Background: an optimization exercise with open tools, aiming at small area. Do not read the settings as production practice.
RTL that was checked went through simulation tests only; none was proved equivalent to the original.
For runs 1, 4 and 5, only the layout was checked, not whether the RTL still works.
Power and IR drop assume default switching activity.

==> flow/design.v <==
module add_bk #(parameter int N = 32) (
   input  logic [N-1:0] a, b,
   input  logic         ci,
   output logic [N-1:0] s,
   output logic         co
);
   localparam int K = $clog2(N);
   localparam int T = 2 * K - 1;           
   logic [N-1:0] p0, g0;
   logic [N-1:0] gl [T+1];
   logic [N-1:0] pl [T+1];
   assign p0 = a ^ b;
   assign g0 = a & b;
   assign gl[0] = {g0[N-1:1], g0[0] | (p0[0] & ci)};
   assign pl[0] = p0;
   for (genvar t = 0; t < T; t++) begin : lvl
      localparam int D = (t < K) ? (1 << t) : (1 << (T - 1 - t));
      for (genvar i = 0; i < N; i++) begin : node
         localparam bit UP = (t < K) && ((i + 1) % (2 * D) == 0);
         localparam bit DN = (t >= K) && ((i + 1) % (2 * D) == D) && (i + 1 >= 3 * D);
         if (UP || DN) begin : op
            assign gl[t+1][i] = gl[t][i] | (pl[t][i] & gl[t][i-D]);
            assign pl[t+1][i] = pl[t][i] & pl[t][i-D];
         end else begin : pass
            assign gl[t+1][i] = gl[t][i];
            assign pl[t+1][i] = pl[t][i];
         end
      end
   end
   assign s = p0 ^ {gl[T][N-2:0], ci};
   assign co = gl[T][N-1];
endmodule
module adder_alu (
   input  logic [31:0] a, b,
   input  logic        ci,
   output logic [31:0] s,
   output logic        co
);
   add_bk #(32) u (.a(a), .b(b), .ci(ci), .s(s), .co(co));
endmodule
module adder_br (
   input  logic [31:0] pcn, imm,
   output logic [31:0] target
);
   logic co;
   add_bk #(30) u (.a(pcn[31:2]), .b(imm[29:0]), .ci(1'b0), .s(target[31:2]), .co(co));
   assign target[1:0] = pcn[1:0];
endmodule
`timescale 1ns/1ps
module ex_mem_top (
   input  logic        CLK,
   input  logic        nRST,
   input  logic [3:0]  aluop,
   input  logic [31:0] porta,
   input  logic [31:0] portb,
   input  logic [31:0] imm,
   input  logic [31:0] pcn,
   input  logic [1:0]  br_kind,
   input  logic [1:0]  memtoreg,
   input  logic        regwrite,
   input  logic        memread,
   input  logic        memwrite,
   input  logic        halt,
   input  logic [4:0]  dest,
   output logic        ex_ready,
   output logic        branch_taken,
   output logic [31:0] branch_target,
   output logic        cyc,
   output logic        stb,
   output logic        we,
   output logic [31:0] adr,
   output logic [31:0] wdata,
   output logic [3:0]  sel,
   input  logic [31:0] rdata,
   input  logic        ack,
   output logic        retire_valid,
   output logic        retire_regwrite,
   output logic        retire_halt,
   output logic [4:0]  retire_dest,
   output logic [31:0] retire_data
);
   logic        mem_q;      
   logic        squash_q;   
   logic        bubble_q;   
   logic        rw_q, halt_q, we_q;
   logic [1:0]  mtr_q;
   logic [4:0]  dest_q;
   logic [31:0] a_q;        
   logic [31:0] b_q;        
   logic [31:0] p_q;        
   logic        is_mem, eq, cond;
   logic [31:0] alu_b, result;
   assign is_mem = memread | memwrite;
   assign alu_b = is_mem ? imm : portb;
   logic        sub, cout, sltu, slt, left;
   logic [31:0] sum, b_x, p0, g0, sh_in, sh_out, sh_rev, logic_r;
   assign sub = aluop[3] | (aluop[2:0] == 3'd1);
   assign b_x = alu_b ^ {32{sub}};
   assign p0 = porta ^ b_x;
   assign g0 = porta & b_x;
   adder_alu u_add (.a(porta), .b(b_x), .ci(sub), .s(sum), .co(cout));
   assign sltu = !cout;
   assign slt = sltu ^ porta[31] ^ alu_b[31];
   assign left = !aluop[0];
   for (genvar i = 0; i < 32; i++) begin : g_rev
      assign sh_in[i] = left ? alu_b[31-i] : alu_b[i];
      assign sh_rev[i] = sh_out[31-i];
   end
   assign sh_out = sh_in >> porta[4:0];
   always_comb begin
      case (aluop[1:0])
         2'd2: logic_r = g0;
         2'd3: logic_r = g0 | p0;
         2'd0: logic_r = p0;
         default: logic_r = ~(g0 | p0);
      endcase
   end
   always_comb begin
      case (aluop)
         4'd0, 4'd1: result = sum;
         4'd2, 4'd3, 4'd4, 4'd5: result = logic_r;
         4'd6: result = sh_rev;
         4'd7: result = sh_out;
         4'd8: result = {31'b0, slt};
         4'd9: result = {31'b0, sltu};
         default: result = 'x;
      endcase
   end
   assign eq = (p0 == {32{sub}});
   always_comb begin
      case (br_kind)
         2'd1: cond = eq;
         2'd2: cond = !eq;
         2'd3: cond = 1'b1;
         default: cond = 1'b0;
      endcase
   end
   assign ex_ready = !mem_q;
   assign branch_taken = !mem_q && cond && !squash_q;
   adder_br u_br (.pcn(pcn), .imm(imm), .target(branch_target));
   always_ff @(posedge CLK, negedge nRST) begin
      if (!nRST) begin
         mem_q <= 1'b0;
         squash_q <= 1'b0;
         bubble_q <= 1'b1;
         rw_q <= 1'b0;
         halt_q <= 1'b0;
      end else if (mem_q) begin
         if (ack) mem_q <= 1'b0;
      end else begin
         mem_q <= is_mem && !squash_q;
         squash_q <= branch_taken;
         bubble_q <= 1'b0;
         rw_q <= regwrite && !squash_q;
         halt_q <= halt && !squash_q;
      end
   end
   always_ff @(posedge CLK) begin
      if (!mem_q) begin
         we_q <= memwrite;
         mtr_q <= memtoreg;
         dest_q <= dest;
         b_q <= portb;
         p_q <= pcn;
      end
   end
   always_ff @(posedge CLK) begin
      if (!mem_q) a_q <= result;
      else if (ack && mtr_q == 2'd1) a_q <= rdata;
   end
   assign cyc = mem_q;
   assign stb = mem_q;
   assign we = we_q;
   assign adr = a_q;
   assign wdata = b_q;
   assign sel = 4'hf;
   assign retire_valid = !mem_q && !bubble_q;
   assign retire_regwrite = !mem_q && rw_q;
   assign retire_halt = !mem_q && halt_q;
   assign retire_dest = dest_q;
   assign retire_data = mtr_q[1] ? p_q : a_q;
endmodule
==> flow/flow/run.sh <==
#!/bin/bash
# The standard ORFS layout, except:
#  - synthesis maps the adders (kept as their own modules until the final flatten) with
#    abc_keep.script and the rest of the logic with the area-oriented abc.script;
#    registers, their names and all other synthesis steps are the standard flow's own
#  - every input and output port gets the smallest buffer, sky130_fd_sc_hd__buf_1
set -euo pipefail
here=$(pwd)
export MY_ABC_SCRIPT=$here/flow/abc.script
export MY_ABC_SCRIPT_KEEP=$here/flow/abc_keep.script
export BUFFER_PORTS_ARGS="-buffer_cell sky130_fd_sc_hd__buf_1"
bash standard.sh SYNTH_SCRIPT=$here/flow/synth.tcl "SYNTH_KEEP_MODULES=adder_alu adder_br" finish > orfs_make.log 2>&1
==> flow/flow/abc.script <==
strash
dc2
dch -f
amap
topo
upsize -c
dnsize -c
stime -c
==> flow/flow/abc_keep.script <==
strash
&get -n
&nf
&put
topo
stime -c
==> flow/flow/synth.tcl <==
proc synth {args} { yosys synth -nofsm -noshare {*}$args }
if {[info exists ::env(MY_ABC_SCRIPT)] && $::env(MY_ABC_SCRIPT) ne ""} {
  proc abc {args} {
    set i [lsearch -exact $args -script]
    if {$i >= 0} { lset args [expr {$i + 1}] $::env(MY_ABC_SCRIPT) }
    if {[info exists ::env(SYNTH_KEEP_MODULES)] && $::env(SYNTH_KEEP_MODULES) ne ""} {
      set sargs $args
      if {$i >= 0} { lset sargs [expr {$i + 1}] [expr {[info exists ::env(MY_ABC_SCRIPT_KEEP)] ? $::env(MY_ABC_SCRIPT_KEEP) : "$::env(SCRIPTS_DIR)/abc_speed.script"}] }
      puts "abc speed on $::env(SYNTH_KEEP_MODULES)"
      yosys abc {*}$sargs {*}$::env(SYNTH_KEEP_MODULES)
      puts "abc with script $::env(MY_ABC_SCRIPT) on $::env(DESIGN_NAME)"
      yosys abc {*}$args $::env(DESIGN_NAME)
    } else {
      puts "abc with script $::env(MY_ABC_SCRIPT)"
      yosys abc {*}$args
    }
  }
}
source $::env(SCRIPTS_DIR)/synth.tcl
# left out here: clear keep_hierarchy, flatten, clean up, hide names made inside functions, write 1_2_yosys.v
==> flow/standard.sh <==
#!/bin/bash
# synth_recipe.tcl (not shown) runs the flow's synth.tcl, then flattens the netlist and writes it again
# the make line also repeats each setting of config.mk as NAME=value (left out here)
make -C /OpenROAD-flow-scripts/flow DESIGN_CONFIG=/design/flow/config.mk WORK_HOME=/design/flow/orfs CLKGATE_MAP_FILE= SYNTH_SCRIPT=/design/flow/synth_recipe.tcl "${@:-finish}"
==> flow/config.mk <==
export PLATFORM = sky130hd
export DESIGN_NAME = ex_mem_top
export DESIGN_NICKNAME = ex_mem_top
export VERILOG_FILES = /design/flow/design.v
export SDC_FILE = /design/flow/constraint.sdc
export NUM_CORES = 4
export LEC_CHECK = 0
export CAP_MARGIN = 20
export CORE_MARGIN = 2
export CORE_UTILIZATION = 40
export SLEW_MARGIN = 20
==> flow/constraint.sdc <==
create_clock -name core_clock -period 7.5 [get_ports {CLK}]
set_input_delay 1.5000 -clock core_clock [delete_from_list [all_inputs] [get_ports {CLK}]]
set_output_delay 1.5000 -clock core_clock [all_outputs]
set_load 0.01 [all_outputs]
==> flow_summary.yaml, run 1 <==
critical_path:
  cpPeakStageDelay_ns: 0.56
  worst-path-buf-inv: 4
  crit_type: "input port to output pin"
  cpMaxStageDelayCell: "a222oi_1"
  cp.arrival_ns: 5.04
  crit_path_max_fanout: 32
  cp_cell_sequence: "buf_1 > nor2_8 > inv_6 > o22ai_4 > inv_2 > a222oi_1 > o221ai_1 > a2111o_1 > or4_1 > nor3_1 > nor2_1 > nor3_2 > buf_1"
  cp_common_cell: "buf_1"
  cpLargestDelayFamily: "simple AND/OR/NAND/NOR gates"
  crit_required_ns: 6.00
  setup.worst_path.end_class: "output pin"
  startpoint_type: "input port"
synth:
  syn-instance-count: 1266
  synth_cell_types: 69
  ys_seq_area_share_pct: 28.8
  synth_ff_type: "edfxtp_1"
  avgSynthCellArea_um2: 8.92
  yosys_warnings: 7
  synthArstFlopShare_pct: 4.59
  synth_top_area_cell: "edfxtp_1"
  synth_area_leaders: "edfxtp_1, ha_1, o22ai_1"
  synth_area_mm2: 0.0113
  ys_ff_latch: 109
  synth_top_area_share_pct: 27.7
  synth-edff-count: 104
cts:
  clkLatencyLatePin_ns: 0.38
  cts_buffers: 9
  cts_root_buffer: "clkbuf_16"
  cts_tree: "yes"
  post_cts_buffers: 0
  cts_buffer_depth: 2
  holdBufCountCts: 0
  cts_resized: 0
  cts.sinks: 109
  ctsHtreeMaxLevel: 3
  path_clk_slew_ns: 0.08
sta:
  clock.fmax_mhz: 153
  period_needed_ns: 6.54
  timing.hold.ws_ns: 0.489
  slew_headroom_pct: 42.4
  finClkSkew_ns: 0.00961
  worst_slew_pin_slew_ns: 0.861
  tns_ns: 0
  period_share_pct: 87.2
  rsz0062_at_grt: "false"
  hold_viol_final: 0
  finalMaxSlewViolations: 0
  setup_viol: 0
global_route:
  overflow: 0
  grt_first_pass_wirelength_um: 66600
  grt_pass1_vias: 11000
  antenna_found_initial: 0
  grt_max_degree: 62
  grt_use_total_pct: 30.3
power_and_ir_drop:
  leakage_uw: 0.00486
  p_per_area_mw_per_mm2: 243
  peakVddDrop_mv: 0.117
outcome:
  status: "finished clean"
die:
  coreArea_mm2: 0.0278
  fp.dieH_um: 172
  rows: 61
  die_x_um: 172
  ios: 325
  die_area_mm2: 0.0296
  initial_core_util_pct: 40.6
cells_and_area:
  diodes: 0
  regArea_mm2: 0.00325
  final_common_cell: "buf_1"
  area_growth_pct: 20.0
  fillCellCount: 2736
  nets: 1962
  finish.utilization_pct: 48.8
  final_layout_size_suffix_gt1_share_pct: 5.08
  layout_common_cells: "buf_1, clkinv_1, o22ai_1"
  multiInputGateArea_mm2: 0.00738
run:
  maxCapViolations: 0
drt:
  drc: 0
  wirelength_um: 45800
  vias_per_cell: 5.98
  routedWlPerCell_um: 22.8
  ant_nets: 0
  first_pass_iters: 8
  first_iter_violations: 1313
  vias: 12000
worst_hold_path:
  hp-class: "register to register"
place:
  globalplace.congestion: 0.982
  dp_hpwl_um: 35600
  numPortBuffers: 320
state kept, by name (all words and copies together) (netlist names):
| name | cells |
|---|---|
| squash_q | 1 |
| mtr_q | 2 |
| mem_q | 1 |
| we_q | 1 |
| dest_q | 5 |
| a_q | 32 |
| rw_q | 1 |
| b_q | 32 |
| p_q | 32 |
| halt_q | 1 |
| bubble_q | 1 |
modules after synthesis (local to each module, per instance):
module | flops+latches | cells | copies in the design
adder_alu | 0 | 149 | 1
ex_mem_top | 109 | 975 | 1
adder_br | 0 | 142 | 1
metal layers:
metal	share of wire [%]	vias up	wire length, um	GRT usage, %
met2	46	600	21100	48.5
li1	-	5645	-	-
met4	2.1	0	955	8.33
met1	43	5733	19600	41.8
met5	0	-	0	0
met3	9.3	52	4270	5.72
cells by family after synthesis:
logic type | Yosys count | synth area share (%)
buffers and inverters | 162 | 5.96
other | 1 | 0.0332
adders and majority gates | 152 | 19.0
and+or+nand+nor | 282 | 11.4
DFF | 109 | 28.8
AOI/OAI and AO/OA | 530 | 32.6
xor gates and xnor gates | 30 | 2.33
worst paths after layout:
check / startpoint / end / slack [ns] / cells past startpoint
setup / recovery: memwrite / branch_taken / 0.96 / 13
max in group asynchronous: nRST / bubble_q$_DFFE_PN1N_ / 6.25 / 1
hold / removal: bubble_q$_DFFE_PN1N_ / bubble_q$_DFFE_PN1N_ / 0.49 / 1
setup reg to reg: mtr_q[1]$_DFFE_PN_ / a_q[23]$_DFFE_PP_ / 5.11 / 5
hold reg to reg: bubble_q$_DFFE_PN1N_ / bubble_q$_DFFE_PN1N_ / 0.49 / 1
min in group asynchronous: nRST / squash_q$_DFFE_PN0N_ / 0.97 / 1
metrics by stage:
step                setup slack (ns)  instance area [um2]  total power, uW  cells
floorplan                       1.61                11300             2060   1269
global placement                1.11                13200             2730   1996
detailed placement              1.02                13200             2750   1996
CTS                             1.02                13500             3280   2012
global route                   0.858                13600             3500   2013
finish                         0.957                13600             3290   2013
synth_stat cells, types with 5 or more instances:
library cell / n
a22o_1: 32
a2111oi_0: 7
o32a_1: 10
nand3_1: 10
xnor2_1: 16
or3_1: 25
inv_2: 6
o2111a_1: 15
nor4_1: 10
o22ai_1: 130
ha_1: 120
o221a_1: 11
o21ai_1: 33
a31oi_1: 18
o22a_1: 63
and3_1: 8
nor2_1: 93
a221oi_1: 7
a21oi_1: 69
a21oi_2: 6
fa_1: 32
edfxtp_1: 104
nand2_1: 105
o2111ai_1: 5
buf_4: 7
clkinv_1: 143
xor2_1: 14
o21ai_0: 80
where the power goes:
part	switching (uW)	total (uW)	internal, uW
clock network	265	534	269
registers	143	1130	986
logic	1090	1630	541
layout make-up:
class / instances / share of cell area (%)
inverters: 154 / 4.57
multi-input cells: 998 / 54.5
clock buffers: 9 / 1.66
repair buffers: 358 / 11.1
well taps: 378 / 3.49
clock inverters: 7 / 0.683
flip-flops and latches: 109 / 24.0
==> run 2, diff against run 1 <==
--- a/flow/design.v
+++ b/flow/design.v
@@ -1,17 +1,15 @@
-module add_bk #(parameter int N = 32) (
-   input  logic [N-1:0] a, b,
+`timescale 1ns/1ps
+module prefix_bk #(parameter int N = 32) (
+   input  logic [N-1:0] g,
+   input  logic [N-1:0] p,
    input  logic         ci,
-   output logic [N-1:0] s,
-   output logic         co
+   output logic [N-1:0] c
 );
-   localparam int K = $clog2(N);
+   localparam int K = (N > 16) ? 5 : (N > 8) ? 4 : (N > 4) ? 3 : (N > 2) ? 2 : 1;
    localparam int T = 2 * K - 1;           
-   logic [N-1:0] p0, g0;
    logic [N-1:0] gl [T+1];
    logic [N-1:0] pl [T+1];
-   assign p0 = a ^ b;
-   assign g0 = a & b;
-   assign gl[0] = {g0[N-1:1], g0[0] | (p0[0] & ci)};
-   assign pl[0] = p0;
+   assign gl[0] = {g[N-1:1], g[0] | (p[0] & ci)};
+   assign pl[0] = p;
    for (genvar t = 0; t < T; t++) begin : lvl
       localparam int D = (t < K) ? (1 << t) : (1 << (T - 1 - t));
@@ -28,22 +26,28 @@
       end
    end
-   assign s = p0 ^ {gl[T][N-2:0], ci};
-   assign co = gl[T][N-1];
+   assign c = gl[T];
 endmodule
 module adder_alu (
-   input  logic [31:0] a, b,
+   input  logic [31:0] p,
+   input  logic [31:0] g,
    input  logic        ci,
    output logic [31:0] s,
    output logic        co
 );
-   add_bk #(32) u (.a(a), .b(b), .ci(ci), .s(s), .co(co));
+   logic [31:0] c;
+   prefix_bk #(32) u (.g(g), .p(p), .ci(ci), .c(c));
+   assign s = p ^ {c[30:0], ci};
+   assign co = c[31];
 endmodule
 module adder_br (
-   input  logic [31:0] pcn, imm,
+   input  logic [31:0] pcn,
+   input  logic [31:0] imm,
    output logic [31:0] target
 );
-   logic co;
-   add_bk #(30) u (.a(pcn[31:2]), .b(imm[29:0]), .ci(1'b0), .s(target[31:2]), .co(co));
-   assign target[1:0] = pcn[1:0];
+   logic [29:0] p, g, c;
+   assign p = pcn[31:2] ^ imm[29:0];
+   assign g = pcn[31:2] & imm[29:0];
+   prefix_bk #(30) u (.g(g), .p(p), .ci(1'b0), .c(c));
+   assign target = {p ^ {c[28:0], 1'b0}, pcn[1:0]};
 endmodule
 `timescale 1ns/1ps
@@ -83,57 +87,38 @@
    logic        squash_q;   
    logic        bubble_q;   
-   logic        rw_q, halt_q, we_q;
-   logic [1:0]  mtr_q;
+   logic        rw_q;       
+   logic        halt_q;     
+   logic        we_q;       
+   logic [1:0]  mtr_q;      
    logic [4:0]  dest_q;
    logic [31:0] a_q;        
    logic [31:0] b_q;        
    logic [31:0] p_q;        
-   logic        is_mem, eq, cond;
-   logic [31:0] alu_b, result;
+   logic        is_mem, sub, cout, slt, sltu, left;
+   logic [31:0] alu_b, b_x, p0, g0, sum, logic_r, sh_in, sh_out, sh_res, result;
    assign is_mem = memread | memwrite;
    assign alu_b = is_mem ? imm : portb;
-   logic        sub, cout, sltu, slt, left;
-   logic [31:0] sum, b_x, p0, g0, sh_in, sh_out, sh_rev, logic_r;
    assign sub = aluop[3] | (aluop[2:0] == 3'd1);
    assign b_x = alu_b ^ {32{sub}};
    assign p0 = porta ^ b_x;
    assign g0 = porta & b_x;
-   adder_alu u_add (.a(porta), .b(b_x), .ci(sub), .s(sum), .co(cout));
+   adder_alu u_add (.p(p0), .g(g0), .ci(sub), .s(sum), .co(cout));
    assign sltu = !cout;
    assign slt = sltu ^ porta[31] ^ alu_b[31];
+   assign logic_r = (aluop[1:0] == 2'd2) ? g0 :
+                    (aluop[1:0] == 2'd3) ? (g0 | p0) :
+                    (aluop[1:0] == 2'd0) ? p0 : ~(g0 | p0);
    assign left = !aluop[0];
    for (genvar i = 0; i < 32; i++) begin : g_rev
       assign sh_in[i] = left ? alu_b[31-i] : alu_b[i];
-      assign sh_rev[i] = sh_out[31-i];
+      assign sh_res[i] = left ? sh_out[31-i] : sh_out[i];
    end
    assign sh_out = sh_in >> porta[4:0];
-   always_comb begin
-      case (aluop[1:0])
-         2'd2: logic_r = g0;
-         2'd3: logic_r = g0 | p0;
-         2'd0: logic_r = p0;
-         default: logic_r = ~(g0 | p0);
-      endcase
-   end
-   always_comb begin
-      case (aluop)
-         4'd0, 4'd1: result = sum;
-         4'd2, 4'd3, 4'd4, 4'd5: result = logic_r;
-         4'd6: result = sh_rev;
-         4'd7: result = sh_out;
-         4'd8: result = {31'b0, slt};
-         4'd9: result = {31'b0, sltu};
-         default: result = 'x;
-      endcase
-   end
+   assign result = aluop[3] ? {31'b0, aluop[0] ? sltu : slt} :
+                   (aluop[2:1] == 2'd0) ? sum :
+                   (aluop[2:1] == 2'd3) ? sh_res : logic_r;
+   logic eq, cond;
    assign eq = (p0 == {32{sub}});
-   always_comb begin
-      case (br_kind)
-         2'd1: cond = eq;
-         2'd2: cond = !eq;
-         2'd3: cond = 1'b1;
-         default: cond = 1'b0;
-      endcase
-   end
+   assign cond = (br_kind == 2'd3) || (br_kind == 2'd1 && eq) || (br_kind == 2'd2 && !eq);
    assign ex_ready = !mem_q;
    assign branch_taken = !mem_q && cond && !squash_q;
==> run 2 against run 1 <==
Effect of this change:
- first-iteration DRC count fell by 8.4%
- highest routed layer is now met5
- still clean on timing, DRC and antenna
- area after synthesis is 3.9% lower
- combinational power decreased by 5%
- global-route usage down 1.2 points
- final cell count is 0.35% higher
==> flow_summary.yaml, run 2 <==
sta:
  period_needed_ns: 6.91
  timing.hold.ws_ns: 0.492
  finClkSkew_ns: 0.0125
  finalMaxSlewViolations: 0
  hold_viol_final: 0
  slew_headroom_pct: 26.2
  worst_slew_pin_slew_ns: 1.10
  fin_ws_ns: 0.592
  rsz0062_at_grt: "false"
  setup_viol: 0
  tns_ns: 0
  period_share_pct: 92.1
  clock.fmax_mhz: 145
drt:
  wirelength_um: 42900
  first_iter_violations: 1203
  vias: 12000
  ant_nets: 0
  drc: 0
  vias_per_cell: 5.93
  routedWlPerCell_um: 21.2
  first_pass_iters: 6
place:
  post_dp_cell_area_mm2: 0.0127
  numPortBuffers: 320
  globalplace.congestion: 0.949
  dp_slack_ns: 0.561
  dp_hpwl_um: 32400
synth:
  avgSynthCellArea_um2: 8.23
  synth_top_family_by_area: "compound AO/OA/AOI/OAI gates"
  synth_ff_type: "edfxtp_1"
  synthArstFlopShare_pct: 4.59
  muxShareOfSynthArea_pct: 0
  syn-instance-count: 1319
  ys_seq_area_share_pct: 29.9
  synth_common_cells: "o22ai_1, nand2_1, clkinv_1"
  synth-edff-count: 104
  synth_xor_xnor_area_share_pct: 2.42
  synth_simple_gate_area_share_pct: 13.4
  ys_ff_latch: 109
  synth_compound_area_share_pct: 32.8
  synth_most_common_cell: "o22ai_1"
  synth_top_area_cell: "edfxtp_1"
  synth_top_area_share_pct: 28.8
  yosys_warnings: 7
  synth_area_leaders: "edfxtp_1, ha_1, o22ai_1"
  synthAdderAreaFrac_pct: 15.1
  synth_cell_types: 59
  synth_area_mm2: 0.0109
cts:
  ctsHtreeMaxLevel: 3
  cts_root_buffer: "clkbuf_16"
  holdBufCountCts: 0
  path_clk_slew_ns: 0.09
  cts_buffers: 9
  cts.sinks: 109
  cts_buffer_depth: 2
  post_cts_buffers: 0
  cts_tree: "yes"
  cts_resized: 0
  clkLatencyLatePin_ns: 0.37
global_route:
  use_met3_pct: 5.26
  grt_first_pass_wirelength_um: 63900
  grt_use_total_pct: 29.1
  grt-busiest-layer: "met2"
  grt_util_met1_pct: 39.6
  grt_max_degree: 85
  grt_pass1_vias: 11100
  overflow: 0
  antenna_found_initial: 2
  use_met2_pct: 47.3
critical_path:
  cp_cell_sequence: "buf_1 > nor2_8 > clkinv_1 > buf_12 > o22ai_1 > clkinv_1 > a221o_1 > a2111oi_0 > nand3_1 > a2111oi_0 > a21oi_1 > nor3_1 > buf_1"
  startpoint_type: "input port"
  setup.worst_path.end_class: "output pin"
  crit_path_max_fanout: 23
  crit_required_ns: 6.00
  cpPeakStageDelay_ns: 0.68
  startpoint: "memwrite"
  timing.rr.start: "mtr_q[1]$_DFFE_PN_"
  cp.arrival_ns: 5.41
  cpMaxStageDelayCell: "a2111oi_0"
  cpLargestDelayFamily: "compound AO/OA/AOI/OAI gates"
  crit_type: "input port to output pin"
  worst-path-buf-inv: 5
worst_hold_path:
  hp-class: "register to register"
  holdCritStartpoint: "bubble_q$_DFFE_PN1N_"
power_and_ir_drop:
  total_power_uw: 3140
  p_per_area_mw_per_mm2: 242
  leakage_uw: 0.00470
  peakVddDrop_mv: 0.134
die:
  die_x_um: 169
  rows: 60
  die_area_mm2: 0.0285
  initial_core_util_pct: 40.5
  fp.dieH_um: 169
  coreArea_mm2: 0.0268
  ios: 325
outcome:
  status: "finished clean"
cells_and_area:
  layout_common_cells: "buf_1, o22ai_1, nand2_1"
  final_layout_size_suffix_gt1_share_pct: 3.64
  area_growth_pct: 19.6
  multiInputGateArea_mm2: 0.00694
  top_regs: "a_q (32), b_q (32), p_q (32)"
  final_common_cell: "buf_1"
  regArea_mm2: 0.00325
  fillCellCount: 2770
  final_area_mm2: 0.0130
  nets: 1974
run:
  maxCapViolations: 0
run 2: cell types whose count changed in the layout (fill, tap and decap cells not counted), sizes merged, moves of 17 or more:
cell	previous run	this run
o22ai	132	174
o22a	64	37
a21oi	76	100
nor2	95	130
nand2	105	161
fa	32	15
run 2: metrics by stage:
step                utilization (%)  std cells
floorplan                         -       1322
detailed placement             47.3       2002
global placement               47.3       2002
finish                         48.4       2020
CTS                            48.4       2018
global route                   48.4       2018
run 2: kinds of logic after synthesis:
kind of cell	after synthesis
and+or+nand+nor	351
buffers and inverters	162
AOI/OAI and AO/OA	544
other	1
adders and majority gates	122
DFF	109
xor gates and xnor gates	30
run 2: cell type report:
cell class / instances / area share [%]
clock buffer: 9 / 1.74
timing repair buffer: 346 / 10.9
clock inverter: 7 / 0.627
inverter: 155 / 4.91
antenna: 2 / 0.0386
multi-input combinational: 1051 / 53.5
tap: 341 / 3.29
sequential: 109 / 25.1
run 2: layer usage:
metal / wire length [um] / part of all wire [%] / up-vias
li1: - / - / 5734
met1: 18900 / 44 / 5621
met2: 19500 / 45 / 563
met3: 3390 / 7.9 / 58
met4: 1040 / 2.4 / 2
met5: 12 / 0.028 / -
run 2: Yosys stat by module, one instance, submodules excluded:
module      cells  cell area (um2)
adder_br      142             1170
adder_alu     116              772
ex_mem_top   1061             8910
run 2: worst paths after layout:
kind | to | slack [ns] | depth (start not counted)
max | branch_taken | 0.59 | 13
min | bubble_q$_DFFE_PN1N_ | 0.49 | 1
max reg2reg | a_q[10]$_DFFE_PP_ | 4.42 | 5
min reg2reg | bubble_q$_DFFE_PN1N_ | 0.49 | 1
max in group asynchronous | bubble_q$_DFFE_PN1N_ | 6.23 | 1
min in group asynchronous | rw_q$_DFFE_PN0N_ | 0.98 | 1
run 2: power by group:
part           total, uW  switching, uW  leakage, uW  internal [uW]
clock network        519            281     0.000141            238
logic               1550           1030      0.00346            517
registers           1070           91.0      0.00110            976
==> run 3, diff against run 2 <==
==> flow/flow/abc.script (replaced) <==
strash
&get -n
&deepsyn -T 30
&put
dch -f
amap
topo
upsize -c
dnsize -c
stime -c
==> run 3 against run 2 <==
Effect of this change:
- still clean
- area after synthesis shrank 4.3%
- sequential power is essentially flat
- final cell count shrank 8.9%
- non-clock buffer count grew 3
==> flow_summary.yaml, run 3 <==
run:
  maxCapViolations: 0
critical_path:
  timing.rr.start: "mem_q$_DFF_PN0_"
  setup.worst_path.end_class: "output pin"
  worstReg2RegEnd: "a_q[1]$_DFFE_PP_"
  cp_cell_sequence: "buf_1 > ha_1 > fa_1 > nand3_1 > nand2_1 > a21oi_1 > o41ai_1 > a31oi_1 > o21ai_0 > fa_1 > xor2_1 > buf_1"
  startpoint_type: "input port"
  cpMaxStageDelayCell: "a21oi_1"
  crit_required_ns: 6.00
  r2r_slack_ns: 4.54
  crit_path_max_fanout: 4
  crit_type: "input port to output pin"
  rr_worst_depth: 6
  cpPeakStageDelay_ns: 0.65
  cp.arrival_ns: 4.91
cts:
  holdBufCountCts: 0
  cts_buffers: 9
  cts_buffer_depth: 2
  ctsHtreeMaxLevel: 3
  cts.sinks: 109
  cts_root_buffer: "clkbuf_16"
  path_clk_slew_ns: 0.09
  cts_resized: 0
  cts_tree: "yes"
  clkLatencyLatePin_ns: 0.37
  post_cts_buffers: 0
power_and_ir_drop:
  p_per_area_mw_per_mm2: 252
  leakage_uw: 0.00450
  total_power_uw: 3150
  peakVddDrop_mv: 0.379
synth:
  synth-edff-count: 104
  yosys_warnings: 7
  synth_common_cells: "o22ai_1, clkinv_1, nor2_1"
  synth_top_area_cell: "edfxtp_1"
  synth_most_common_cell: "o22ai_1"
  ys_seq_area_share_pct: 31.3
  synthArstFlopShare_pct: 4.59
  avgSynthCellArea_um2: 9.04
  synth_ff_type: "edfxtp_1"
  synth_top_area_share_pct: 30.1
  synth_cell_types: 69
  synth_area_leaders: "edfxtp_1, ha_1, o22ai_1"
  synth_area_mm2: 0.0104
  ys_ff_latch: 109
  syn-instance-count: 1149
global_route:
  overflow: 0
  grt_max_degree: 44
  grt_first_pass_wirelength_um: 66200
  grt_use_total_pct: 32.7
  grt_pass1_vias: 10600
  antenna_found_initial: 1
die:
  die_area_mm2: 0.0273
  die_x_um: 165
  initial_core_util_pct: 41.0
  fp.dieH_um: 165
  rows: 58
  coreArea_mm2: 0.0253
  ios: 325
sta:
  finClkSkew_ns: 0.0119
  rsz0062_at_grt: "false"
  worst_slew_pin_slew_ns: 0.927
  setup_viol: 0
  hold_viol_final: 0
  clock.fmax_mhz: 156
  fin_ws_ns: 1.09
  period_share_pct: 85.5
  tns_ns: 0
  period_needed_ns: 6.41
  slew_headroom_pct: 38.2
  finalMaxSlewViolations: 0
drt:
  first_iter_violations: 1248
  first_pass_iters: 8
  ant_nets: 0
  drc: 0
  routedWlPerCell_um: 24.9
  vias_per_cell: 6.30
  vias: 11600
  wirelength_um: 45900
outcome:
  status: "finished clean"
worst_hold_path:
  hold_end: "rw_q$_DFFE_PN0N_"
  hold_depth: 1
  hp-class: "register to register"
  holdCritStartpoint: "rw_q$_DFFE_PN0N_"
cells_and_area:
  area_growth_pct: 20.5
  fillCellCount: 2508
  nets: 1807
  layout_common_cells: "buf_1, o22ai_1, clkinv_1"
  final_layout_size_suffix_gt1_share_pct: 6.69
  final_common_cell: "buf_1"
  top_regs: "a_q (32), b_q (32), p_q (32)"
place:
  globalplace.congestion: 1.05
  numPortBuffers: 320
  dp_slack_ns: 0.881
  dp_hpwl_um: 36900
[run 3: cell count changes in the layout (fill, tap and decap cells not counted), moves of 12 or more]
cell      previous run  this run
o22a_1              37        22
a211oi_1             3        17
o21ai_0            104        38
clkinv_1           146       134
a221o_1              1        31
o221ai_1             4        26
nor2_1             128       112
inv_2                6        32
nand2_1            160        56
a21oi_1             99        48
[run 3: routing by layer]
layer,vias up,GRT usage (%),part of all wire (%)
met3,107,6.12,9.4
li1,5267,-,-
met4,2,13.3,4.0
met1,5550,45.5,43
met5,-,0,0.037
met2,666,49.7,44
[run 3: power breakdown]
part	internal, uW	switching (uW)	total [uW]
logic	523	1040	1560
registers	976	96.7	1070
clock network	238	276	514
[run 3: critical path: cells and delay by family]
kind                     cells  cell delay, ns
AO/OA/AOI/OAI                4            1.77
buffers and inverters        2            0.28
adder cells (fa/ha/maj)      3            1.03
AND/OR/NAND/NOR              2            0.19
XOR/XNOR                     1            0.15
[run 3: cell type report]
class / instances / area (um2) / share of cell area, %
clock buffer: 9 / 225 / 1.80
tap: 330 / 413 / 3.30
multi-input combinational: 864 / 6460 / 51.6
sequential: 109 / 3250 / 25.9
timing repair buffer: 349 / 1440 / 11.5
antenna: 1 / 2.50 / 0.0200
inverter: 172 / 654 / 5.23
clock inverter: 7 / 77.6 / 0.620
[run 3: cell families (layout without fill, tap and decap cells)]
| group | Yosys count | count (layout) | share of synthesized area, % |
|---|---|---|---|
| compound gates | 482 | 482 | 33.9 |
| simple gates | 226 | 226 | 9.73 |
| buf+inv | 179 | 537 | 6.79 |
| fa+ha+maj | 122 | 122 | 15.8 |
| flops | 109 | 109 | 31.3 |
| xor+xnor | 30 | 30 | 2.53 |
| other cells | 1 | 5 | 0.0361 |
[run 3: worst max-delay path by stage]
stage / startpoint / to / slack (ns)
2_1_floorplan: aluop[0] / a_q[31]$_DFFE_PP_ / 1.11
3_3_place_gp: aluop[0] / a_q[31]$_DFFE_PP_ / 1.08
3_5_place_dp: aluop[0] / a_q[31]$_DFFE_PP_ / 0.88
4_1_cts: imm[0] / branch_target[29] / 1.10
5_1_grt: aluop[0] / a_q[31]$_DFFE_PP_ / 0.77
6_report: imm[0] / branch_target[29] / 1.09
[run 3: stage by stage]
step	utilization [%]	hold slack (ns)	area, um2	std cells
global placement	48.1	0.468	12200	1823
floorplan	-	0.454	10400	1152
CTS	49.4	0.493	12500	1840
detailed placement	48.2	0.474	12200	1824
finish	49.4	0.490	12500	1841
global route	49.4	0.497	12500	1840
[run 3: per-module statistics from Yosys, one instance, submodules excluded]
module	times used	cells
ex_mem_top	1	891
adder_br	1	142
adder_alu	1	116
==> run 4, diff against run 3 <==
--- a/flow/design.v
+++ b/flow/design.v
@@ -32,10 +32,10 @@
    input  logic [31:0] g,
    input  logic        ci,
-   output logic [31:0] s,
+   output logic [31:0] ca,
    output logic        co
 );
    logic [31:0] c;
    prefix_bk #(32) u (.g(g), .p(p), .ci(ci), .c(c));
-   assign s = p ^ {c[30:0], ci};
+   assign ca = {c[30:0], ci};
    assign co = c[31];
 endmodule
@@ -96,5 +96,5 @@
    logic [31:0] p_q;        
    logic        is_mem, sub, cout, slt, sltu, left;
-   logic [31:0] alu_b, b_x, p0, g0, sum, logic_r, sh_in, sh_out, sh_res, result;
+   logic [31:0] alu_b, b_x, p0, g0, carry, x_mix, pre, sh_in, sh_out, sh_res, result;
    assign is_mem = memread | memwrite;
    assign alu_b = is_mem ? imm : portb;
@@ -103,10 +103,14 @@
    assign p0 = porta ^ b_x;
    assign g0 = porta & b_x;
-   adder_alu u_add (.p(p0), .g(g0), .ci(sub), .s(sum), .co(cout));
+   adder_alu u_add (.p(p0), .g(g0), .ci(sub), .ca(carry), .co(cout));
    assign sltu = !cout;
    assign slt = sltu ^ porta[31] ^ alu_b[31];
-   assign logic_r = (aluop[1:0] == 2'd2) ? g0 :
-                    (aluop[1:0] == 2'd3) ? (g0 | p0) :
-                    (aluop[1:0] == 2'd0) ? p0 : ~(g0 | p0);
+   logic en_a, en_g, en_p, en_n;
+   assign en_a = !aluop[2] & !aluop[1];
+   assign en_g = !aluop[2] & aluop[1];
+   assign en_p = !aluop[2] & aluop[1] & !aluop[0];
+   assign en_n = aluop[2] & aluop[0];
+   assign x_mix = (carry & {32{en_a}}) | (g0 & {32{en_g}}) | (p0 & {32{en_p}}) | (~g0 & {32{en_n}});
+   assign pre = p0 ^ x_mix;
    assign left = !aluop[0];
    for (genvar i = 0; i < 32; i++) begin : g_rev
@@ -116,6 +120,5 @@
    assign sh_out = sh_in >> porta[4:0];
    assign result = aluop[3] ? {31'b0, aluop[0] ? sltu : slt} :
-                   (aluop[2:1] == 2'd0) ? sum :
-                   (aluop[2:1] == 2'd3) ? sh_res : logic_r;
+                   (aluop[2:1] == 2'd3) ? sh_res : pre;
    logic eq, cond;
    assign eq = (p0 == {32{sub}});
==> run 4 against run 3 <==
Effect of this change:
- sequential power barely moved
- combinational power fell by 7%
- design area fell by 6.0%
- critical path depth fell by 1
- maximum frequency fell by 1.3%
==> flow_summary.yaml, run 4 <==
sta:
  slew_headroom_pct: 34.9
  finClkSkew_ns: 0.0184
  rsz0062_at_grt: "false"
  clock.fmax_mhz: 154
  timing.hold.ws_ns: 0.490
  setup_viol: 0
  period_share_pct: 86.7
  hold_viol_final: 0
  worst_slew_pin_slew_ns: 0.964
  fin_ws_ns: 1.00
  period_needed_ns: 6.50
  tns_ns: 0
  finalMaxSlewViolations: 0
die:
  die_x_um: 160
  fp.dieH_um: 160
  initial_core_util_pct: 40.4
  coreArea_mm2: 0.0241
  rows: 57
  ios: 325
  die_area_mm2: 0.0256
cells_and_area:
  nets: 1703
  fillCellCount: 2486
  top_regs: "a_q (32), b_q (32), p_q (32)"
  diodes: 0
  area_growth_pct: 20.9
  layout_common_cells: "buf_1, o22ai_1, nor2_1"
  final_layout_size_suffix_gt1_share_pct: 4.26
  final_common_cell: "buf_1"
  finish.utilization_pct: 48.8
worst_hold_path:
  hp-class: "register to register"
synth:
  syn-instance-count: 1097
  synth_cell_types: 58
  synthArstFlopShare_pct: 4.59
  yosys_warnings: 7
  synth_area_mm2: 0.00973
  synth_area_leaders: "edfxtp_1, o22ai_1, ha_1"
  ys_seq_area_share_pct: 33.4
  synth-edff-count: 104
  synth_most_common_cell: "o22ai_1"
  synth_ff_type: "edfxtp_1"
  ys_ff_latch: 109
  synth_top_area_share_pct: 32.1
  synth_top_area_cell: "edfxtp_1"
  synth_common_cells: "o22ai_1, nor2_1, nand2_1"
  avgSynthCellArea_um2: 8.87
global_route:
  grt_use_total_pct: 30.7
  overflow: 0
  antenna_found_initial: 1
  grt_pass1_vias: 10100
  grt_first_pass_wirelength_um: 60500
  grt_max_degree: 57
critical_path:
  setup.worst_path.end_class: "output pin"
  crit_path_max_fanout: 4
  cpMaxStageDelayCell: "o41ai_1"
  cp_cell_sequence: "buf_1 > ha_1 > fa_1 > nand3_1 > nand2_1 > a21oi_1 > o41ai_1 > a31oi_1 > o31ai_1 > fa_1 > buf_1"
  cpPeakStageDelay_ns: 0.82
  crit_required_ns: 6.00
  crit_type: "input port to output pin"
  cp.arrival_ns: 5.00
  startpoint_type: "input port"
drt:
  first_iter_violations: 1210
  vias: 11100
  drc: 0
  first_pass_iters: 9
  vias_per_cell: 6.22
  ant_nets: 0
  wirelength_um: 41000
  routedWlPerCell_um: 23.1
power_and_ir_drop:
  p_per_area_mw_per_mm2: 255
  leakage_uw: 0.00416
  peakVddDrop_mv: 0.237
cts:
  cts.sinks: 109
  cts_resized: 0
  cts_buffers: 9
  cts_tree: "yes"
  cts_buffer_depth: 2
  path_clk_slew_ns: 0.09
  ctsHtreeMaxLevel: 3
  clkLatencyLatePin_ns: 0.37
  cts_root_buffer: "clkbuf_16"
  post_cts_buffers: 0
  holdBufCountCts: 0
place:
  globalplace.congestion: 1.04
  dp_hpwl_um: 31900
  dp_slack_ns: 1.03
  numPortBuffers: 320
outcome:
  status: "finished clean"
run:
  maxCapViolations: 0
==> run 4: changes by cell type in the layout (fill, tap and decap cells not counted), sizes merged, moves of 24 or more <==
cell	previous run	this run
a31o	1	25
o221a	6	33
o22ai	174	132
ha	107	59
nand2	58	110
clkinv	139	82
a221o	31	2
a221oi	11	38
inv	40	14
==> run 4: Yosys stat by module (local to each module, per instance) <==
module | cells | times used
ex_mem_top | 865 | 1
adder_br | 142 | 1
adder_alu | 90 | 1
==> run 4: cell type report <==
type / instances / area [um2] / share of cell area, %
Clock inverter: 6 / 52.6 / 0.447
Tap cell: 324 / 405 / 3.45
Sequential cell: 109 / 3250 / 27.6
Inverter: 93 / 379 / 3.22
Multi-Input combinational cell: 890 / 6050 / 51.5
Clock buffer: 10 / 229 / 1.95
Timing Repair Buffer: 346 / 1400 / 11.9
==> run 4: final timing paths <==
path	slack (ns)	cells after the start	to	start
worst max register to register	5.27	6	a_q[10]$_DFFE_PP_	mtr_q[1]$_DFFE_PN_
worst max-delay path	1.00	11	branch_target[30]	imm[0]
worst min-delay path	0.49	1	bubble_q$_DFFE_PN1N_	bubble_q$_DFFE_PN1N_
worst min register to register	0.49	1	bubble_q$_DFFE_PN1N_	bubble_q$_DFFE_PN1N_
min in group asynchronous	0.97	1	halt_q$_DFFE_PN0N_	nRST
max in group asynchronous	6.26	1	bubble_q$_DFFE_PN1N_	nRST
==> run 4: per-stage QoR <==
stage	area [um2]	instances	total power, uW
after floorplan	9740	1100	1960
after global placement	11500	1762	2510
after detailed placement	11500	1762	2520
after CTS	11800	1778	3010
after global routing	11800	1778	3180
final	11800	1778	3000
==> run 4: power by group <==
part | internal (uW) | switching [uW]
logic | 478 | 971
registers | 976 | 94.0
clock network | 232 | 251
==> run 4: routing by layer <==
| metal | share of wire [%] | GRT usage, % | up-vias |
|---|---|---|---|
| met3 | 8.5 | 5.64 | 66 |
| li1 | - | - | 5106 |
| met5 | 0 | 0 | - |
| met2 | 46 | 49.5 | 585 |
| met4 | 2.3 | 8.44 | 0 |
| met1 | 43 | 42.6 | 5304 |
==> run 4: critical path, delay by kind of cell <==
kind	cells	cell delay (ns)
fa+ha+maj	3	0.91
simple gates	2	0.27
compound gates	4	2.03
buf+inv	2	0.28
==> run 4: cells by family after synthesis <==
kind of cell | share of synthesized area [%]
fa+ha+maj | 10.7
flops | 33.4
buf+inv | 4.50
xor+xnor | 1.35
compound gates | 35.2
simple gates | 14.9
other cells | 0.0385
==> run 5, diff against run 4 <==
--- a/flow/design.v
+++ b/flow/design.v
@@ -96,5 +96,5 @@
    logic [31:0] p_q;        
    logic        is_mem, sub, cout, slt, sltu, left;
-   logic [31:0] alu_b, b_x, p0, g0, carry, x_mix, pre, sh_in, sh_out, sh_res, result;
+   logic [31:0] alu_b, b_x, p0, g0, carry, x_mix, pre, sh_in, sh_out, result;
    assign is_mem = memread | memwrite;
    assign alu_b = is_mem ? imm : portb;
@@ -116,9 +116,18 @@
    for (genvar i = 0; i < 32; i++) begin : g_rev
       assign sh_in[i] = left ? alu_b[31-i] : alu_b[i];
-      assign sh_res[i] = left ? sh_out[31-i] : sh_out[i];
    end
    assign sh_out = sh_in >> porta[4:0];
-   assign result = aluop[3] ? {31'b0, aluop[0] ? sltu : slt} :
-                   (aluop[2:1] == 2'd3) ? sh_res : pre;
+   logic en_pre, en_sll, en_srl;
+   assign en_pre = !aluop[3] & !(aluop[2] & aluop[1]);
+   assign en_sll = !aluop[3] & aluop[2] & aluop[1] & !aluop[0];
+   assign en_srl = !aluop[3] & aluop[2] & aluop[1] & aluop[0];
+   for (genvar i = 0; i < 32; i++) begin : g_res
+      if (i == 0) begin : lsb
+         assign result[i] = (pre[i] & en_pre) | (sh_out[31-i] & en_sll) | (sh_out[i] & en_srl) |
+                            (aluop[3] & (aluop[0] ? sltu : slt));
+      end else begin : msb
+         assign result[i] = (pre[i] & en_pre) | (sh_out[31-i] & en_sll) | (sh_out[i] & en_srl);
+      end
+   end
    logic eq, cond;
    assign eq = (p0 == {32{sub}});
==> run 5 against run 4 <==
Effect of this change:
- non-clock buffer count fell by 5
- utilization rose by 0.28 points
- register-to-register slack got worse by 0.74 ns
- combinational power is 3% higher
- largest power group unchanged
==> flow_summary.yaml, run 5 <==
outcome:
  status: "finished clean"
critical_path:
  cpMaxStageDelayCell: "o22ai_1"
  cpPeakStageDelay_ns: 0.59
  cp-endpoint: "branch_taken"
  cp.depth: 14
  crit_type: "input port to output pin"
  startpoint: "memwrite"
  timing.rr.start: "mem_q$_DFF_PN0_"
  cpLargestDelayFamily: "simple AND/OR/NAND/NOR gates"
  rr_worst_depth: 6
  worstReg2RegEnd: "a_q[19]$_DFFE_PP_"
  r2r_slack_ns: 4.53
  cp_cell_sequence: "buf_1 > nor2_4 > buf_4 > o22ai_1 > clkinv_1 > o22ai_1 > ha_1 > nand3_1 > or4_1 > or3_1 > a221oi_2 > nor2_1 > nor3_2 > buf_1"
  startpoint_type: "input port"
  crit_required_ns: 6.00
  setup.worst_path.end_class: "output pin"
  cp.arrival_ns: 5.28
  crit_path_max_fanout: 33
  worst-path-buf-inv: 4
synth:
  synth_top_area_cell: "edfxtp_1"
  synth-edff-count: 104
  synthArstFlopShare_pct: 4.59
  synth_area_leaders: "edfxtp_1, ha_1, o22ai_1"
  synth_top_area_share_pct: 33.3
  synth_common_cells: "o22ai_1, nor2_1, edfxtp_1"
  synth_cell_types: 62
  yosys_warnings: 7
  ys_seq_area_share_pct: 34.6
  syn-instance-count: 1055
  synth_area_mm2: 0.00939
  synth_ff_type: "edfxtp_1"
  synth_most_common_cell: "o22ai_1"
  ys_ff_latch: 109
  avgSynthCellArea_um2: 8.90
cts:
  cts_tree: "yes"
  ctsHtreeMaxLevel: 3
  cts_buffer_depth: 2
  cts.sinks: 109
  cts_root_buffer: "clkbuf_16"
  clkLatencyLatePin_ns: 0.37
  cts_resized: 0
  post_cts_buffers: 0
  holdBufCountCts: 0
  path_clk_slew_ns: 0.09
  cts_buffers: 9
drt:
  routedWlPerCell_um: 23.2
  drc: 0
  first_iter_violations: 1404
  wirelength_um: 40100
  vias_per_cell: 6.26
  first_pass_iters: 8
  vias: 10800
  ant_nets: 0
die:
  die_x_um: 157
  initial_core_util_pct: 40.4
  ios: 325
  fp.dieH_um: 157
  rows: 56
  die_area_mm2: 0.0247
  coreArea_mm2: 0.0233
cells_and_area:
  final_layout_size_suffix_gt1_share_pct: 3.77
  final_common_cell: "buf_1"
  fillCellCount: 2357
  nets: 1656
  area_growth_pct: 21.6
  layout_common_cells: "buf_1, o22ai_1, nor2_1"
  regArea_mm2: 0.00325
  final_area_mm2: 0.0114
  top_regs: "a_q (32), b_q (32), p_q (32)"
  multiInputGateArea_mm2: 0.00569
  diodes: 0
sta:
  finClkSkew_ns: 0.0225
  timing.hold.ws_ns: 0.493
  slew_headroom_pct: 29.4
  hold_viol_final: 0
  clock.fmax_mhz: 147
  period_share_pct: 90.4
  rsz0062_at_grt: "false"
  tns_ns: 0
  finalMaxSlewViolations: 0
  period_needed_ns: 6.78
  worst_slew_pin_slew_ns: 1.06
  setup_viol: 0
place:
  globalplace.congestion: 1.05
  dp_hpwl_um: 31700
  post_dp_cell_area_mm2: 0.0111
  numPortBuffers: 320
power_and_ir_drop:
  peakVddDrop_mv: 0.149
  p_per_area_mw_per_mm2: 269
  leakage_uw: 0.00393
global_route:
  grt_use_total_pct: 31.2
  grt_first_pass_wirelength_um: 58400
  grt_max_degree: 43
  overflow: 0
  antenna_found_initial: 0
  grt_pass1_vias: 9693
worst_hold_path:
  holdCritStartpoint: "bubble_q$_DFFE_PN1N_"
  hp-class: "register to register"
run:
  maxCapViolations: 0
-- run 5: changes by cell type after synthesis, sizes merged, moves of 13 or more --
cell     change
a21oi       +17
a31o        -23
clkinv      +13
nand2       -51
nor3        +32
o2111ai     +17
o21ai       -24
o221a       -33
o22ai       -15
or2         -18
or3         +18
-- run 5: area by class of cell --
class	count	area share [%]
multi-input cells	840	49.9
flip-flops and latches	109	28.5
repair buffers	341	12.1
clock buffers	9	1.97
clock inverters	7	0.690
well taps	319	3.50
inverters	101	3.48
-- run 5: layer usage --
metal  routed length [um]  track usage (%)
met4                  800             7.01
met1                16900             43.9
met5                    0                0
met2                17700             47.9
met3                 4750             8.48
-- run 5: report_power, final --
part	internal [uW]	switching (uW)	total (uW)
clock	237	251	488
sequential	975	106	1080
combinational	476	1030	1500
-- run 5: logic make-up (layout without fill, tap and decap cells) --
logic type	Yosys count	in the layout	synth area share, %
AOI/OAI and AO/OA	431	431	32.1
DFF	109	109	34.6
and+or+nand+nor	316	316	16.0
other	1	4	0.0399
adders and majority gates	74	74	11.1
xor gates and xnor gates	15	15	1.40
buffers and inverters	109	458	4.86
-- run 5: how the worst min path moves through the flow --
stage,end,slack (ns),depth (start not counted)
final,bubble_q$_DFFE_PN1N_,0.49,1
after global routing,bubble_q$_DFFE_PN1N_,0.50,1
after CTS,bubble_q$_DFFE_PN1N_,0.49,1
after detailed placement,bubble_q$_DFFE_PN1N_,0.48,1
after global placement,bubble_q$_DFFE_PN1N_,0.48,1
after floorplan,halt_q$_DFFE_PN0N_,0.46,1
-- run 5: modules after synthesis (local to each module, per instance) --
| module | cells inside | flops+latches |
|---|---|---|
| ex_mem_top | 823 | 109 |
| adder_alu | 90 | 0 |
| adder_br | 142 | 0 |
-- run 5: metrics by stage --
| stage | instances | worst slack [ns] | power (uW) | util, % |
|---|---|---|---|---|
| final | 1726 | 0.719 | 3070 | 49.1 |
| after global routing | 1726 | 0.467 | 3240 | 49.1 |
| after CTS | 1725 | 0.790 | 3050 | 49.0 |
| after detailed placement | 1709 | 0.789 | 2560 | 47.7 |
| after global placement | 1709 | 0.823 | 2560 | 47.7 |
| after floorplan | 1058 | 1.53 | 1950 | - |
==> run 6, diff against run 5 <==
--- a/flow/design.v
+++ b/flow/design.v
@@ -164,5 +164,5 @@
    always_ff @(posedge CLK) begin
       if (!mem_q) a_q <= result;
-      else if (ack && mtr_q == 2'd1) a_q <= rdata;
+      else if (ack && mtr_q[0]) a_q <= rdata;
    end
    assign cyc = mem_q;
==> flow/flow/abc.script (replaced) <==
strash
&get -n
&deepsyn -J 100
&put
dch -f
amap
topo
upsize -c
dnsize -c
stime -c
--- a/flow/config.mk
+++ b/flow/config.mk
@@ -9,3 +9,4 @@
 export CORE_MARGIN = 2
 export CORE_UTILIZATION = 40
+export CTS_BUF_LIST = sky130_fd_sc_hd__clkbuf_8 sky130_fd_sc_hd__clkbuf_16
 export SLEW_MARGIN = 20
==> run 6 against run 5 <==
Effect of this change:
- still clean on timing, DRC and antenna
- non-clock buffer count rose by 2
- clock-buffer cell count is the same
- combinational power about the same
- synthesized cell count shrank 0.19%
- utilization increased by 0.070 points
- via count down 1.2%
- sequential share of layout area about the same
- design area increased by 0.14%
- sequential power is essentially flat
- global-route usage decreased by 0.25 points
- critical path type unchanged
- highest routed layer is now met5
==> flow_summary.yaml, run 6 <==
outcome:
  status: "finished clean"
global_route:
  antenna_found_initial: 1
  grt_use_total_pct: 30.9
  overflow: 0
  grt_first_pass_wirelength_um: 57900
  grt_max_degree: 73
  grt_pass1_vias: 9618
cts:
  cts_tree: "yes"
  cts_buffer_depth: 2
  cts_root_buffer: "clkbuf_16"
  holdBufCountCts: 0
  post_cts_buffers: 0
  ctsHtreeMaxLevel: 3
  cts_resized: 0
  path_clk_slew_ns: 0.08
  cts_buffers: 9
  cts.sinks: 109
  clkLatencyLatePin_ns: 0.36
sta:
  period_share_pct: 92.8
  setup_viol: 0
  period_needed_ns: 6.96
  hold_viol_final: 0
  tns_ns: 0
  clock.fmax_mhz: 144
  finalMaxSlewViolations: 0
  worst_slew_pin_slew_ns: 0.967
  rsz0062_at_grt: "false"
  slew_headroom_pct: 35.5
  finClkSkew_ns: 0.0120
synth:
  synth_common_cells: "nor2_1, o22ai_1, clkinv_1"
  synth_area_mm2: 0.00940
  ys_seq_area_share_pct: 34.6
  synth_ff_type: "edfxtp_1"
  synth_most_common_cell: "nor2_1"
  synth_top_area_cell: "edfxtp_1"
  synth_area_leaders: "edfxtp_1, ha_1, o22ai_1"
  syn-instance-count: 1053
  yosys_warnings: 7
  ys_ff_latch: 109
  synthArstFlopShare_pct: 4.59
  synth_top_area_share_pct: 33.2
  synth_cell_types: 64
  avgSynthCellArea_um2: 8.93
  synth-edff-count: 104
critical_path:
  cpLargestDelayFamily: "simple AND/OR/NAND/NOR gates"
  cpPeakStageDelay_ns: 0.58
  crit_type: "input port to output pin"
  worst-path-buf-inv: 4
  timing.rr.start: "mem_q$_DFF_PN0_"
  setup.worst_path.end_class: "output pin"
  cp.arrival_ns: 5.46
  cp_cell_sequence: "buf_1 > nor2_8 > inv_6 > o22ai_1 > clkinv_1 > o22ai_1 > ha_1 > or4_1 > nor4_4 > nand4_1 > a221oi_2 > nor2_1 > nor3_2 > buf_1"
  crit_required_ns: 6.00
  startpoint_type: "input port"
  crit_path_max_fanout: 32
  cpMaxStageDelayCell: "or4_1"
  startpoint: "memwrite"
die:
  rows: 56
  fp.dieH_um: 157
  initial_core_util_pct: 40.4
  die_area_mm2: 0.0247
  die_x_um: 157
  coreArea_mm2: 0.0233
  ios: 325
place:
  numPortBuffers: 320
  dp_hpwl_um: 31300
  globalplace.congestion: 0.988
  placed_cells: 1709
cells_and_area:
  regArea_mm2: 0.00325
  final_common_cell: "buf_1"
  layout_common_cells: "buf_1, nor2_1, o22ai_1"
  multiInputGateArea_mm2: 0.00567
  nets: 1656
  fillCellCount: 2386
  diodes: 0
  area_growth_pct: 21.7
  final_layout_size_suffix_gt1_share_pct: 4.12
  top_regs: "a_q (32), b_q (32), p_q (32)"
  layout.cells.non_filler: 1726
  finish.utilization_pct: 49.2
drt:
  first_iter_violations: 1160
  vias: 10700
  first_pass_iters: 6
  ant_nets: 0
  wirelength_um: 39400
  routedWlPerCell_um: 22.9
  vias_per_cell: 6.18
  drc: 0
worst_hold_path:
  hp-class: "register to register"
  holdCritStartpoint: "bubble_q$_DFFE_PN1N_"
run:
  maxCapViolations: 0
power_and_ir_drop:
  leakage_uw: 0.00398
  p_per_area_mw_per_mm2: 267
  peakVddDrop_mv: 0.130
==> run 6: cell type report <==
class                           instances  area share, %
Multi-Input combinational cell        828           49.6
Sequential cell                       109           28.4
Timing Repair Buffer                  343           12.2
Inverter                              111           3.76
Tap cell                              319           3.49
Clock buffer                            9           1.97
Clock inverter                          7          0.569
==> run 6: logic make-up after synthesis <==
kind of cell / Yosys count / synth area share [%]
AOI/OAI and AO/OA: 452 / 33.7
and+or+nand+nor: 283 / 14.0
buffers and inverters: 119 / 5.20
DFF: 109 / 34.6
adders and majority gates: 74 / 11.0
xor gates and xnor gates: 15 / 1.40
other: 1 / 0.0399
==> run 6: per-layer routing <==
metal	wire (um)	track usage, %	vias up
met5	13	0	-
met4	677	6.75	2
met3	3620	5.62	40
met2	17300	47.1	579
met1	17800	45.6	5126
li1	-	-	4928
==> run 6: modules after synthesis (local to each module, per instance) <==
module	cell area, um2	flops+latches	cells inside	times used
adder_alu	487	0	90	1
adder_br	1170	0	142	1
ex_mem_top	7740	109	821	1
==> run 6: where the power goes <==
| part | internal, uW | leakage, uW | switching [uW] | total (uW) |
|---|---|---|---|---|
| combinational | 481 | 0.00273 | 1010 | 1490 |
| sequential | 974 | 0.00111 | 112 | 1090 |
| clock | 234 | 0.000140 | 248 | 482 |
| total | 1690 | 0.00398 | 1370 | 3060 |
==> run 6: final timing paths <==
check                      slack (ns)  depth (start not counted)                    to
hold reg to reg                  0.49                          1  bubble_q$_DFFE_PN1N_
setup / recovery                 0.54                         14          branch_taken
hold / removal                   0.49                          1  bubble_q$_DFFE_PN1N_
setup reg to reg                 4.56                          5      a_q[7]$_DFFE_PP_
max in group asynchronous        6.24                          1  bubble_q$_DFFE_PN1N_
min in group asynchronous        0.98                          1       mem_q$_DFF_PN0_
==> run 6: through the flow <==
step	setup slack, ns	hold WS (ns)	power [uW]	area (um2)
6_report	0.539	0.489	3060	11400
5_1_grt	0.293	0.501	3240	11400
4_1_cts	0.643	0.491	3050	11400
3_5_place_dp	0.637	0.477	2570	11100
3_3_place_gp	0.736	0.476	2560	11100
2_1_floorplan	1.68	0.458	1950	9410
==> run 7, diff against run 6 <==
==> flow/config.mk (replaced) <==
export PLATFORM = sky130hd
export DESIGN_NAME = ex_mem_top
export DESIGN_NICKNAME = ex_mem_top
export VERILOG_FILES = /design/flow/design.v
export SDC_FILE = /design/flow/constraint.sdc
export NUM_CORES = 4
export LEC_CHECK = 0
export CAP_MARGIN = 0
export CORE_MARGIN = 2
export CORE_UTILIZATION = 40
export SLEW_MARGIN = 0
==> run 7 against run 6 <==
Effect of this change:
- worst hold slack improved by 0.00074 ns
- design area shrank 0.24%
- largest cell class unchanged
- utilization decreased by 0.12 points
- die area did not move
- critical path depth did not move
- still clean
- area after synthesis is the same
- power is 0.28% lower
- critical path type unchanged
==> flow_summary.yaml, run 7 <==
outcome:
  status: "finished clean"
cts:
  cts_tree: "yes"
  cts.sinks: 109
  holdBufCountCts: 0
  cts_buffers: 9
  clkLatencyLatePin_ns: 0.37
  ctsHtreeMaxLevel: 3
  post_cts_buffers: 0
  cts_resized: 0
  cts_buffer_depth: 2
  path_clk_slew_ns: 0.08
  cts_root_buffer: "clkbuf_16"
drt:
  drc: 0
  routedWlPerCell_um: 22.9
  ant_nets: 0
  vias: 10600
  wirelength_um: 39400
  wl_met1_um: 17800
  first_pass_iters: 6
  highest-signal-layer: "met5"
  first_iter_violations: 1106
  routed-wl-met3_um: 3600
  wl_met2_um: 17400
  vias_per_cell: 6.15
sta:
  fin_ws_ns: 0.585
  clock.fmax_mhz: 145
  period_share_pct: 92.2
  finClkSkew_ns: 0.0160
  timing.hold.ws_ns: 0.490
  tns_ns: 0
  hold_viol_final: 0
  period_needed_ns: 6.91
  finalMaxSlewViolations: 0
  slew_headroom_pct: 27.3
  setup_viol: 0
  worst_slew_pin_slew_ns: 1.08
  rsz0062_at_grt: "false"
cells_and_area:
  area_growth_pct: 21.4
  final_layout_size_suffix_gt1_share_pct: 4.05
  top_regs: "a_q (32), b_q (32), p_q (32)"
  layout_common_cells: "buf_1, nor2_1, o22ai_1"
  nets: 1655
  regArea_mm2: 0.00325
  final_common_cell: "buf_1"
  fillCellCount: 2389
  diodes: 0
  finish.utilization_pct: 49.0
  multiInputGateArea_mm2: 0.00567
power_and_ir_drop:
  leakage_uw: 0.00396
  combPwrFrac_pct: 48.6
  p_clk_share_pct: 15.8
  p_sw_uw: 1370
  p_per_area_mw_per_mm2: 267
  p_sw_share_pct: 44.9
  pwr-share-seq_pct: 35.6
  p_int_uw: 1680
  peakVddDrop_mv: 0.131
worst_hold_path:
  hp-class: "register to register"
critical_path:
  rr_worst_depth: 5
  worstReg2RegEnd: "a_q[7]$_DFFE_PP_"
  cp-endpoint: "branch_taken"
  startpoint_type: "input port"
  crit_required_ns: 6.00
  crit_path_max_fanout: 32
  timing.rr.start: "mem_q$_DFF_PN0_"
  startpoint: "memwrite"
  cp.arrival_ns: 5.41
  r2r_slack_ns: 4.57
  crit_type: "input port to output pin"
  setup.worst_path.end_class: "output pin"
synth:
  ys_seq_area_share_pct: 34.6
  yosys_warnings: 7
  syn-instance-count: 1053
  synthArstFlopShare_pct: 4.59
  synth_common_cells: "nor2_1, o22ai_1, clkinv_1"
  synth_area_leaders: "edfxtp_1, ha_1, o22ai_1"
  avgSynthCellArea_um2: 8.93
  ys_ff_latch: 109
  synth-edff-count: 104
  synth_ff_type: "edfxtp_1"
  synth_top_area_share_pct: 33.2
  synth_area_mm2: 0.00940
  synth_top_area_cell: "edfxtp_1"
  synth_cell_types: 64
  synth_most_common_cell: "nor2_1"
die:
  die_area_mm2: 0.0247
  fp.dieH_um: 157
  rows: 56
  initial_core_util_pct: 40.4
  die_x_um: 157
  coreArea_mm2: 0.0233
  ios: 325
place:
  globalplace.congestion: 0.988
  numPortBuffers: 320
  dp_hpwl_um: 31300
  dp_slack_ns: 0.637
global_route:
  overflow: 0
  grt_max_degree: 73
  grt_first_pass_wirelength_um: 57900
  antenna_found_initial: 1
  grt_pass1_vias: 9618
  grt_use_total_pct: 30.9
run:
  maxCapViolations: 0
==> run 7: cell counts after synthesis <==
Identical to the previous run, type by type.
==> run 7: logic make-up (layout without fill, tap and decap cells) <==
logic type | Yosys count | count (layout) | share of synthesized area, %
AOI/OAI and AO/OA | 452 | 452 | 33.7
xor gates and xnor gates | 15 | 15 | 1.40
adders and majority gates | 74 | 74 | 11.0
buffers and inverters | 119 | 469 | 5.20
DFF | 109 | 109 | 34.6
other | 1 | 4 | 0.0399
and+or+nand+nor | 283 | 283 | 14.0
==> run 7: worst min path at each step <==
stage               slack, ns                 start                    to  depth (start not counted)
global route             0.50  bubble_q$_DFFE_PN1N_  bubble_q$_DFFE_PN1N_                          1
floorplan                0.46    halt_q$_DFFE_PN0N_    halt_q$_DFFE_PN0N_                          1
finish                   0.49  bubble_q$_DFFE_PN1N_  bubble_q$_DFFE_PN1N_                          1
CTS                      0.49  bubble_q$_DFFE_PN1N_  bubble_q$_DFFE_PN1N_                          1
global placement         0.48  bubble_q$_DFFE_PN1N_  bubble_q$_DFFE_PN1N_                          1
detailed placement       0.48  bubble_q$_DFFE_PN1N_  bubble_q$_DFFE_PN1N_                          1
==> run 7: power groups by stage <==
| stage | registers (uW) | clock network [uW] | logic [uW] |
|---|---|---|---|
| 3_5_place_dp | 1100 | 0 | 1460 |
| 5_1_grt | 1110 | 511 | 1610 |
| 6_report | 1090 | 483 | 1480 |
| 2_1_floorplan | 1180 | 0 | 774 |
| 4_1_cts | 1090 | 490 | 1470 |
| 3_3_place_gp | 1100 | 0 | 1460 |
==> run 7: metrics by stage <==
| step | instance area (um2) | power, uW | std cells |
|---|---|---|---|
| 2_1_floorplan | 9410 | 1950 | 1056 |
| 3_5_place_dp | 11100 | 2570 | 1709 |
| 6_report | 11400 | 3050 | 1725 |
| 3_3_place_gp | 11100 | 2560 | 1709 |
| 4_1_cts | 11400 | 3050 | 1725 |
| 5_1_grt | 11400 | 3230 | 1725 |
==> run 7: cell type report <==
class	count	share of cell area [%]
multi-input combinational	828	49.7
sequential	109	28.5
timing repair buffer	342	12.0
inverter	111	3.77
tap	319	3.50
clock buffer	9	1.97
clock inverter	7	0.570
==> run 7: worst max-delay path: stages <==
cell	delay, ns
buf_1	0.14
nor2_8	0.40
inv_6	0.20
o22ai_1	0.34
clkinv_1	0.19
o22ai_1	0.38
ha_1	0.40
or4_1	0.58
nor4_4	0.30
nand4_1	0.14
a221oi_2	0.38
nor2_1	0.09
nor3_2	0.20
buf_1	0.17
==> run 7: modules after synthesis, one instance, submodules excluded <==
module / copies in the design / cell area, um2
ex_mem_top: 1 / 7740
adder_alu: 1 / 487
adder_br: 1 / 1170
==> run 7: layer usage <==
metal,GRT usage [%],up-vias
met5,0,-
met3,5.62,42
met2,47.1,574
met1,45.6,5062
met4,6.75,2
li1,-,4924

==> port drivers added, routing unchanged <==
The results above use ideal ports. As a check the final layouts listed here were re-extracted and re-timed, cells and wires unchanged. Step 1, drivers: a clkbuf_16 drives CLK and a buf_2 each remaining input, both assumed. Step 2, shift: input delay + t, output delay - t, t = (earliest + latest rising clock arrival at the registers) / 2. This alone moves slack from input paths to output paths. Three values: ideal ports, drivers, drivers and shift; two values: the first two.
| run | shift t [ns] | setup WS [ns] | worst hold slack (ns) |
|---|---|---|---|
| run 1 | 0.417 | 0.957 / 0.935 / 0.935 | 0.489 / 0.489 / 0.489 |
| run 2 | 0.417 | 0.592 / 0.572 / 0.558 | 0.492 / 0.492 / 0.492 |
| run 3 | 0.420 | 1.086 / 1.062 / 0.781 | 0.490 / 0.490 / 0.490 |
| run 4 | 0.411 | 1.001 / 0.979 / 0.896 | 0.490 / 0.490 / 0.490 |
| run 5 | 0.401 | 0.719 / 0.698 / 0.698 | 0.493 / 0.493 / 0.493 |
| run 6 | 0.408 | 0.539 / 0.516 / 0.516 | 0.489 / 0.489 / 0.489 |
| run 7 | 0.409 | 0.585 / 0.563 / 0.563 | 0.490 / 0.490 / 0.490 |
After both steps every run listed still meets setup and hold. The setup slack of run 3, which loses most, moves by -0.024 ns with the drivers and by -0.305 ns with both steps.
